Context: an optimization exercise on an open-source flow, tuned for small area and few clock cycles. The choices shown serve that exercise and are no tape-out recipe. Function was checked by simulation only, so behaviour that the tests miss may differ from the original. No activity file was given, so power comes from the tool's default toggle rates.

==> flow/design.v (excerpt) <==
module mini_mips32 #(
    parameter mips_pkg::word_t RESET_PC = 32'hbfc0_0000
) (
    input  logic                    cpu_clk_50m_i,
    input  logic                    rst_i,
    output logic                    inst_req_o,
    output mips_pkg::word_t         iaddr_o,
    input  logic                    inst_ok_i,
    input  mips_pkg::word_t         inst_i,
    output mips_pkg::word_t         debug_wb_pc_o,
    output logic [3:0]              debug_wb_rf_wen_o,
    output mips_pkg::reg_addr_t     debug_wb_rf_wnum_o,
    output mips_pkg::word_t         debug_wb_rf_wdata_o
);
Size: about 3600 cells after synthesis, roughly 1200 flip-flops, roughly 50000 um^2 of cells after synthesis.
Settings: LEC_CHECK=0, CAP_MARGIN=20, CORE_MARGIN=2, CORE_UTILIZATION=40, CTS_CLUSTER_DIAMETER=100, CTS_CLUSTER_SIZE=24, PLACE_DENSITY=0.6, SETUP_SLACK_MARGIN=0.2, SLEW_MARGIN=20; clock period 5.0 ns.
standard.sh (not shown) runs the stock make flow with config.mk's settings and CLKGATE_MAP_FILE= SYNTH_SCRIPT=/design/flow/synth_recipe.tcl, a recipe that flattens the netlist after the stock synthesis.
==> flow/flow/run.sh <==
#!/bin/bash
# The standard layout (standard.sh: every ORFS step, script and setting
# unchanged) with two differences:
#  - synthesis maps the combinational logic with the ABC script in
#    flow/abc.script (two rounds of restructuring and delay-oriented mapping
#    with area recovery, without the standard script's buffering and
#    upsizing for an unreachable delay target); the registers come from the
#    same dfflibmap step as in the standard synthesis;
#  - every input and output port is still given its own buffer, but a
#    sky130_fd_sc_hd__buf_2 rather than the delay cell buffer_ports picks.
# make's full output goes to flow_make.log; each ORFS step keeps its own log
# under orfs/logs.
set -euo pipefail
W=$(pwd)
S="$W/orfs_scripts"
rm -rf "$S"
cp -r "$FLOW_HOME/scripts" "$S"
cp "$W/flow/abc.script" "$S/abc_speed.script"
bash "$W/standard.sh" SCRIPTS_DIR="$S" \
  "BUFFER_PORTS_ARGS=-buffer_cell sky130_fd_sc_hd__buf_2" finish > "$W/flow_make.log" 2>&1
==> flow/flow/abc.script <==
strash
&get -n
&st
&syn2
&dch -f
&nf -D 3000
&st
&syn2
&dch -f
&nf -D 3000
&put
Testbench counts at the start, summed over its fixed seeds: cycles 16,264.
Rerun with:
==> flow/run.sh (new file) <==
#!/bin/bash
# synth_recipe.tcl (not shown) runs the flow's synth.tcl, then flattens the netlist and writes it again
# the make line also repeats each setting of config.mk as NAME=value (left out here)
make -C /OpenROAD-flow-scripts/flow DESIGN_CONFIG=/design/flow/config.mk WORK_HOME=/design/flow/orfs CLKGATE_MAP_FILE= SYNTH_SCRIPT=/design/flow/synth_recipe.tcl finish
- SETUP_SLACK_MARGIN: 0.2 -> unset
removed: flow/flow/run.sh
removed: flow/flow/abc.script
removed: flow/standard.sh
After rerunning:
- The new run ran to the end with no violations
- clock skew barely changes
- setup slack is better by 0.19 ns
- worst hold slack is better by 0.012 ns
- clock power went up by about 2%
Rerun with:
==> flow/flow/run.sh (new file) <==
#!/bin/bash
# The standard layout (standard.sh: every ORFS step, script and setting
# unchanged) with two differences:
#  - synthesis maps the combinational logic with the ABC script in
#    flow/abc.script, which recovers area instead of upsizing for an
#    unreachable delay target; the registers come from the same dfflibmap
#    step as in the standard synthesis;
#  - every input and output port is still given its own buffer, but a
#    sky130_fd_sc_hd__buf_2 rather than the delay cell buffer_ports picks.
# make's full output goes to flow_make.log; each ORFS step keeps its own log
# under orfs/logs.
set -euo pipefail
W=$(pwd)
S="$W/orfs_scripts"
rm -rf "$S"
cp -r "$FLOW_HOME/scripts" "$S"
cp "$W/flow/abc.script" "$S/abc_speed.script"
bash "$W/standard.sh" SCRIPTS_DIR="$S" \
  "BUFFER_PORTS_ARGS=-buffer_cell sky130_fd_sc_hd__buf_2" finish > "$W/flow_make.log" 2>&1
==> flow/flow/abc.script (new file) <==
strash
&get -n
&st
&syn2
&dch -f
&nf -R 1000
&st
&syn2
&dch -f
&nf -R 1000
&put
==> flow/standard.sh (new file) <==
#!/bin/bash
# synth_recipe.tcl (not shown) runs the flow's synth.tcl, then flattens the netlist and writes it again
# the make line also repeats each setting of config.mk as NAME=value (left out here)
make -C /OpenROAD-flow-scripts/flow DESIGN_CONFIG=/design/flow/config.mk WORK_HOME=/design/flow/orfs CLKGATE_MAP_FILE= SYNTH_SCRIPT=/design/flow/synth_recipe.tcl "${@:-finish}"
- SETUP_SLACK_MARGIN: unset -> 0.2
removed: flow/run.sh
The new run finished with timing, DRC and antenna clean.
Cell area is lower by 7.3%.
Setup slack got worse by 0.19 ns.
Synthesized area is lower by 7.8%.
Fmax is lower by 4.0%.
Die area is lower by 7.7%.
Sequential power stays flat.
Combinational power is lower by 21%.
First-iteration DRC count is higher by 32%.
Power is lower by 6.2%.

separate check: timing with driven ports:
How much do the figures lean on ideal ports? The routed layouts below were timed once more, with nothing changed but the port constraints. Step 1 sets driving cells, clkbuf_16 on the clock port and buf_2 on the other inputs (assumed; they add their load-dependent delay and slew). Step 2, shift: input delay + t, output delay - t, t = (earliest + latest rising clock arrival at the registers) / 2. This alone moves slack from input paths to output paths. Three values: ideal ports, drivers, drivers and shift; two values: the first two.
| run | t (ns) | setup WS [ns] | worst hold slack (ns) | slew at the worst register clock pin (ns) | worst slew at a driven data input, ns |
|---|---|---|---|---|---|
| the first run | 0.820 | 0.413 / 0.413 / 0.264 | 0.507 / 0.457 / 0.513 | 0.11 / 0.11 | 0.10 |
| the second run | 0.804 | 0.600 / 0.609 / -0.149 | 0.519 / 0.519 / 0.519 | 0.11 / 0.11 | 0.06 |
| the third run | 0.797 | 0.415 / 0.415 / 0.244 | 0.488 / 0.450 / 0.500 | 0.11 / 0.11 | 0.14 |
With both steps, setup timing fails in the second run, where it was met with ideal ports. For the second run, which loses most, drivers alone change the setup slack by +0.009 ns; drivers and shift together by -0.749 ns.
